Source: an optimization exercise on an open RTL-to-GDS flow (aim: small area). Production flows keep margins and buffers that such runs may drop.
Only simulation tests tie the RTL to the original design; equivalence was not proved.
Power figures rest on the tool's default switching activity, not on a simulated workload.

== try-zinc ==
==> flow/design.v <==
package bp_pkg;
    typedef enum logic [1:0] {
        CTR_SN = 2'b00,
        CTR_WN = 2'b01,
        CTR_WT = 2'b10,
        CTR_ST = 2'b11
    } ctr_t;
endpackage
module sat_counter_table
#(
    parameter int IDX_W = 8
) (
    input  logic             clk,
    input  logic             reset,
    input  logic [IDX_W-1:0] rd_idx,
    output logic             rd_taken,
    input  logic             upd_en,
    input  logic [IDX_W-1:0] upd_idx,
    input  logic             upd_taken
);
    localparam int COL_W = IDX_W / 2;
    localparam int ROW_W = IDX_W - COL_W;
    localparam int ROWS  = 1 << ROW_W;
    localparam int COLS  = 1 << COL_W;
    localparam int DEPTH = 1 << IDX_W;
    logic [DEPTH-1:0] hi, lo;
    logic [ROWS-1:0]  row_ok;
    logic [ROW_W-1:0] upd_row;
    logic [COL_W-1:0] upd_col;
    logic             cur_ok, cur_hi, cur_lo, nxt_hi, nxt_lo;
    assign upd_row = upd_idx[IDX_W-1:COL_W];
    assign upd_col = upd_idx[COL_W-1:0];
    assign rd_taken = hi[rd_idx] & row_ok[rd_idx[IDX_W-1:COL_W]];
    assign cur_ok = row_ok[upd_row];
    assign cur_hi = hi[upd_idx] & cur_ok;
    assign cur_lo = lo[upd_idx] | ~cur_ok;
    assign nxt_hi = (cur_hi & cur_lo) | (cur_hi & upd_taken) | (cur_lo & upd_taken);
    assign nxt_lo = (cur_hi & ~cur_lo) | (cur_hi & upd_taken) | (~cur_lo & upd_taken);
    always_ff @(posedge clk or posedge reset) begin
        if (reset) row_ok <= '0;
        else if (upd_en) row_ok[upd_row] <= 1'b1;
    end
    for (genvar r = 0; r < ROWS; r++) begin : g_row
        for (genvar c = 0; c < COLS; c++) begin : g_col
            always_ff @(posedge clk) begin
                if (upd_en && upd_row == ROW_W'(r) && (upd_col == COL_W'(c) || !row_ok[r])) begin
                    hi[r*COLS+c] <= (upd_col == COL_W'(c)) ? nxt_hi : 1'b0;
                    lo[r*COLS+c] <= (upd_col == COL_W'(c)) ? nxt_lo : 1'b1;
                end
            end
        end
    end
endmodule
module gshare_btb_predictor
#(
    parameter int ENTRIES   = 16,
    parameter int HIST_BITS = 8,
    parameter int PHT_BITS  = 8
) (
    input  logic                 clk,
    input  logic                 reset,
    input  logic                 f_valid,
    input  logic [31:0]          f_pc,
    output logic [31:0]          f_predict_addr,
    output logic                 f_predict_valid,
    output logic                 f_hit,
    output logic [HIST_BITS-1:0] f_ghr,
    input  logic                 d_is_branch,
    input  logic [31:0]          d_pc,
    input  logic [31:0]          d_target_addr,
    input  logic                 x_valid,
    input  logic [31:0]          x_pc,
    input  logic                 x_taken,
    input  logic [HIST_BITS-1:0] x_ghr
);
    localparam int PTR_W = (ENTRIES > 1) ? $clog2(ENTRIES) : 1;
    logic [ENTRIES-1:0]       btb_valid;
    logic [31:0]              btb_tag [ENTRIES];
    logic [31:0]              btb_tgt [ENTRIES];
    logic [PTR_W-1:0]         rpl_ptr;
    logic [HIST_BITS-1:0]     ghr;
    logic [ENTRIES-1:0] f_hit_vec;
    logic [ENTRIES-1:0] d_hit_vec;
    logic [ENTRIES-1:0] alloc_vec;
    logic               f_hit_any;
    logic               d_hit_any;
    logic [31:0]        f_tgt;
    logic               rd_taken;
    for (genvar i = 0; i < ENTRIES; i++) begin : g_cmp
        assign f_hit_vec[i] = btb_valid[i] && (btb_tag[i] == f_pc);
        assign d_hit_vec[i] = btb_valid[i] && (btb_tag[i] == d_pc);
        assign alloc_vec[i] = (rpl_ptr == PTR_W'(i));
    end
    always_comb begin
        f_tgt = '0;
        for (int i = 0; i < ENTRIES; i++)
            f_tgt = f_tgt | ({32{f_hit_vec[i]}} & btb_tgt[i]);
    end
    assign f_hit_any = |f_hit_vec;
    assign d_hit_any = |d_hit_vec;
    sat_counter_table #(.IDX_W(PHT_BITS)) u_pht (
        .clk       (clk),
        .reset     (reset),
        .rd_idx    (f_pc[PHT_BITS+1:2] ^ PHT_BITS'(ghr)),
        .rd_taken  (rd_taken),
        .upd_en    (x_valid),
        .upd_idx   (x_pc[PHT_BITS+1:2] ^ PHT_BITS'(x_ghr)),
        .upd_taken (x_taken)
    );
    always_ff @(posedge clk or posedge reset) begin
        if (reset) begin
            f_hit           <= 1'b0;
            f_predict_valid <= 1'b0;
        end else begin
            f_hit           <= f_valid && f_hit_any;
            f_predict_valid <= f_valid && f_hit_any && rd_taken;
        end
    end
    always_ff @(posedge clk or posedge reset) begin
        if (reset) begin
            f_predict_addr  <= '0;
            f_ghr           <= '0;
        end else if (f_valid) begin
            f_predict_addr  <= f_tgt;
            f_ghr           <= ghr;
        end
    end
    for (genvar i = 0; i < ENTRIES; i++) begin : g_ent
        always_ff @(posedge clk) begin
            if (d_is_branch && !d_hit_any && alloc_vec[i])
                btb_tag[i] <= d_pc;
            if (d_is_branch && (d_hit_vec[i] || (!d_hit_any && alloc_vec[i])))
                btb_tgt[i] <= d_target_addr;
        end
    end
    always_ff @(posedge clk or posedge reset) begin
        if (reset) begin
            btb_valid <= '0;
            rpl_ptr   <= '0;
        end else if (d_is_branch && !d_hit_any) begin
            btb_valid <= btb_valid | alloc_vec;
            rpl_ptr   <= rpl_ptr + PTR_W'(1);
        end
    end
    always_ff @(posedge clk or posedge reset) begin
        if (reset) begin
            ghr <= '0;
        end else if (x_valid) begin
            ghr <= HIST_BITS'({ghr, x_taken});
        end
    end
endmodule
make LEC_CHECK=0 CAP_MARGIN=20 CORE_MARGIN=2 CORE_UTILIZATION=40 GPL_TIMING_DRIVEN=0 SLEW_MARGIN=20 finish   # period 6.0 ns
run.sh (not shown) runs the stock make flow with config.mk's settings and CLKGATE_MAP_FILE= SYNTH_SCRIPT=/design/flow/synth_recipe.tcl, a recipe that flattens the netlist after the stock synthesis.
try-zinc: complete, dirty (setup timing)
The following lists how try-delta was set up differently from try-zinc:
Settings: SETUP_SLACK_MARGIN now 0.3, previously not set; GPL_TIMING_DRIVEN no longer set, was 0.
==> flow/flow/run.sh (new file) <==
#!/bin/bash
set -euo pipefail
cd "$(dirname "$0")/.."
bash standard.sh \
  "BUFFER_PORTS_ARGS=-buffer_cell sky130_fd_sc_hd__buf_1" \
  "CTS_ARGS=-sink_clustering_enable -repair_clock_nets -dont_use_dummy_load -buf_list {sky130_fd_sc_hd__clkbuf_8} -sink_clustering_size 14 -sink_clustering_max_diameter 50" \
  finish > flow_standard.log 2>&1
==> flow/standard.sh (new file) <==
#!/bin/bash
# synth_recipe.tcl (not shown) runs the flow's synth.tcl, then flattens the netlist and writes it again
# the make line also repeats each setting of config.mk as NAME=value (left out here)
make -C /OpenROAD-flow-scripts/flow DESIGN_CONFIG=/design/flow/config.mk WORK_HOME=/design/flow/orfs CLKGATE_MAP_FILE= SYNTH_SCRIPT=/design/flow/synth_recipe.tcl "${@:-finish}"
removed: flow/run.sh
==> comparison <==
- try-delta closes out successfully: all stages finished, all timing, DRC and antenna checks passed.
- try-zinc -> try-delta: sequential cell count of the final layout delta 0, exact match
- try-zinc → try-delta: power attributed to the clock group went down by 43%; total global routing track utilization decreased 5.4 points; critical path data arrival time went down by 1.57 ns.
- Logic depth of the worst setup path including buffers for try-delta: 4 up relative to try-zinc
- Count of flip-flops with a built-in enable after synthesis: try-zinc vs try-delta identical
- For try-delta, the capturing instance or port of the critical path was u_pht.lo[222]$_DFFE_PP_, unlike try-zinc, where it was f_predict_valid$_DFF_PP0_.
- Wire length of the first global-routing pass delta (try-delta − try-zinc): favourable
- Total power of try-delta is lower than that of try-zinc.
- Of try-delta and try-zinc, it is try-delta that has the lower power share of the clock group.
- Wire: try-delta routes less than try-zinc
- Part of the power in combinational logic delta for try-delta relative to try-zinc: 0.8 points higher


Another version of the RTL of gshare_btb_predictor (not shown whole).
Size in the first run: roughly 4900 cells after synthesis, roughly 1600 flip-flops, about 72000 sq um of cells after synthesis.
export LEC_CHECK = 0
export CAP_MARGIN = 20
export CORE_MARGIN = 2
export CORE_UTILIZATION = 40
export SETUP_SLACK_MARGIN = 0.3
export SLEW_MARGIN = 20
create_clock -name core_clock -period 6.0 [get_ports {clk}]
standard.sh (not shown) runs the stock make flow with config.mk's settings and CLKGATE_MAP_FILE= SYNTH_SCRIPT=/design/flow/synth_recipe.tcl, a recipe that flattens the netlist after the stock synthesis.
==> flow/flow/run.sh <==
#!/bin/bash
set -euo pipefail
cd "$(dirname "$0")/.."
bash standard.sh \
  "BUFFER_PORTS_ARGS=-buffer_cell sky130_fd_sc_hd__buf_1" \
  "CTS_ARGS=-sink_clustering_enable -repair_clock_nets -dont_use_dummy_load -buf_list {sky130_fd_sc_hd__clkbuf_4 sky130_fd_sc_hd__clkbuf_8} -root_buf sky130_fd_sc_hd__clkbuf_8 -tree_buf sky130_fd_sc_hd__clkbuf_4 -sink_clustering_buffer sky130_fd_sc_hd__clkbuf_8 -sink_clustering_size 14 -sink_clustering_max_diameter 50" \
  finish > flow_standard.log 2>&1
Edit:
==> flow/flow/run.sh (replaced) <==
#!/bin/bash
set -euo pipefail
cd "$(dirname "$0")/.."
bash standard.sh \
  "BUFFER_PORTS_ARGS=-buffer_cell sky130_fd_sc_hd__buf_1" \
  "CTS_ARGS=-sink_clustering_enable -repair_clock_nets -dont_use_dummy_load -buf_list {sky130_fd_sc_hd__clkbuf_4 sky130_fd_sc_hd__clkbuf_8} -root_buf sky130_fd_sc_hd__clkbuf_8 -tree_buf sky130_fd_sc_hd__clkbuf_4 -sink_clustering_buffer sky130_fd_sc_hd__clkbuf_8 -sink_clustering_size 16 -sink_clustering_max_diameter 50" \
  finish > flow_standard.log 2>&1
Settings changed: GPL_TIMING_DRIVEN from default to 0, SETUP_SLACK_MARGIN 0.3 to 0.5.
Effect:
- die area is unchanged
- worst setup slack is worse by 0.68 ns
- cell area goes up by 0.39%
- area after synthesis is unchanged
- final cell count rises by 0.91%
- power grows by 1.9%
- routed wire length is higher by 19%
Edit:
==> flow/flow/run.sh (replaced) <==
#!/bin/bash
set -euo pipefail
cd "$(dirname "$0")/.."
bash standard.sh \
  "BUFFER_PORTS_ARGS=-buffer_cell sky130_fd_sc_hd__buf_1" \
  "CTS_ARGS=-sink_clustering_enable -repair_clock_nets -dont_use_dummy_load -buf_list {sky130_fd_sc_hd__clkbuf_8} -sink_clustering_size 14 -sink_clustering_max_diameter 50" \
  finish > flow_standard.log 2>&1
Settings changed: GPL_TIMING_DRIVEN 0 to default, SETUP_SLACK_MARGIN 0.5 to 0.3.
Result: Total power is lower by 1.2%; die area is unchanged; combinational power is lower by 12%.
Edit:
==> flow/flow/run.sh (replaced) <==
#!/bin/bash
set -euo pipefail
cd "$(dirname "$0")/.."
bash standard.sh \
  "BUFFER_PORTS_ARGS=-buffer_cell sky130_fd_sc_hd__buf_1" \
  "CTS_ARGS=-sink_clustering_enable -repair_clock_nets -dont_use_dummy_load -buf_list {sky130_fd_sc_hd__clkbuf_4 sky130_fd_sc_hd__clkbuf_8} -root_buf sky130_fd_sc_hd__clkbuf_8 -tree_buf sky130_fd_sc_hd__clkbuf_4 -sink_clustering_buffer sky130_fd_sc_hd__clkbuf_8 -sink_clustering_size 14 -sink_clustering_max_diameter 50" \
  finish > flow_standard.log 2>&1
Settings changed: GPL_TIMING_DRIVEN from default to 0, SETUP_SLACK_MARGIN 0.3 to 0.6.
Outcome: Cell area rose by 0.57%; worst hold slack gains 0.025 ns; wire length rose by 23%; flip-flop and latch count stays the same; total power rose by 2.4%; clock-buffer cell count is unchanged.

==> what the ideal ports hide <==
No port has a modelled driver above. Below, the same layouts with a new extraction and two added sets of constraints. Step 1 (the two cells are an assumption about what drives the block):
set clk [get_ports {clk}]
set_driving_cell -lib_cell sky130_fd_sc_hd__clkbuf_16 $clk
set_driving_cell -lib_cell sky130_fd_sc_hd__buf_2 [delete_from_list [all_inputs] $clk]
Step 2 also shifts input and output timing later by t, the mid clock arrival at the registers, as if the neighbouring blocks saw the same clock. Slacks: no drivers / after step 1 / after step 2; pairs: no drivers / after step 1.
| run | shift t [ns] | setup slack, ns | hold slack, ns | latest minus earliest clock arrival (ns) | cell pins on the clock port's net |
|---|---|---|---|---|---|
| try-zinc | 0.915 | -0.125 / -0.062 / -0.978 | 0.507 / 0.507 / 0.507 | 0.032 / 0.033 | 1 |
| try-delta | 0.976 | 1.363 / 1.389 / 0.413 | 0.203 / 0.145 / 0.507 | 0.149 / 0.149 | 1 |
| the first run of note 2 | 1.032 | 1.082 / 1.082 / 0.269 | 0.159 / 0.101 / 0.510 | 0.290 / 0.291 | 1 |
| the second run of note 2 | 1.104 | 0.399 / 0.451 / -0.653 | 0.125 / 0.062 / 0.513 | 0.196 / 0.196 | 1 |
| the third run of note 2 | 0.982 | 1.115 / 1.115 / 0.311 | 0.240 / 0.182 / 0.511 | 0.182 / 0.181 | 1 |
| the fourth run of note 2 | 1.089 | 0.428 / 0.492 / -0.597 | 0.265 / 0.202 / 0.512 | 0.231 / 0.231 | 1 |
With both steps, setup timing fails in the second run of note 2 and the fourth run of note 2, where it was met with ideal ports. The setup slack of the second run of note 2, which loses most, moves by +0.052 ns with the drivers and by -1.052 ns with both steps.
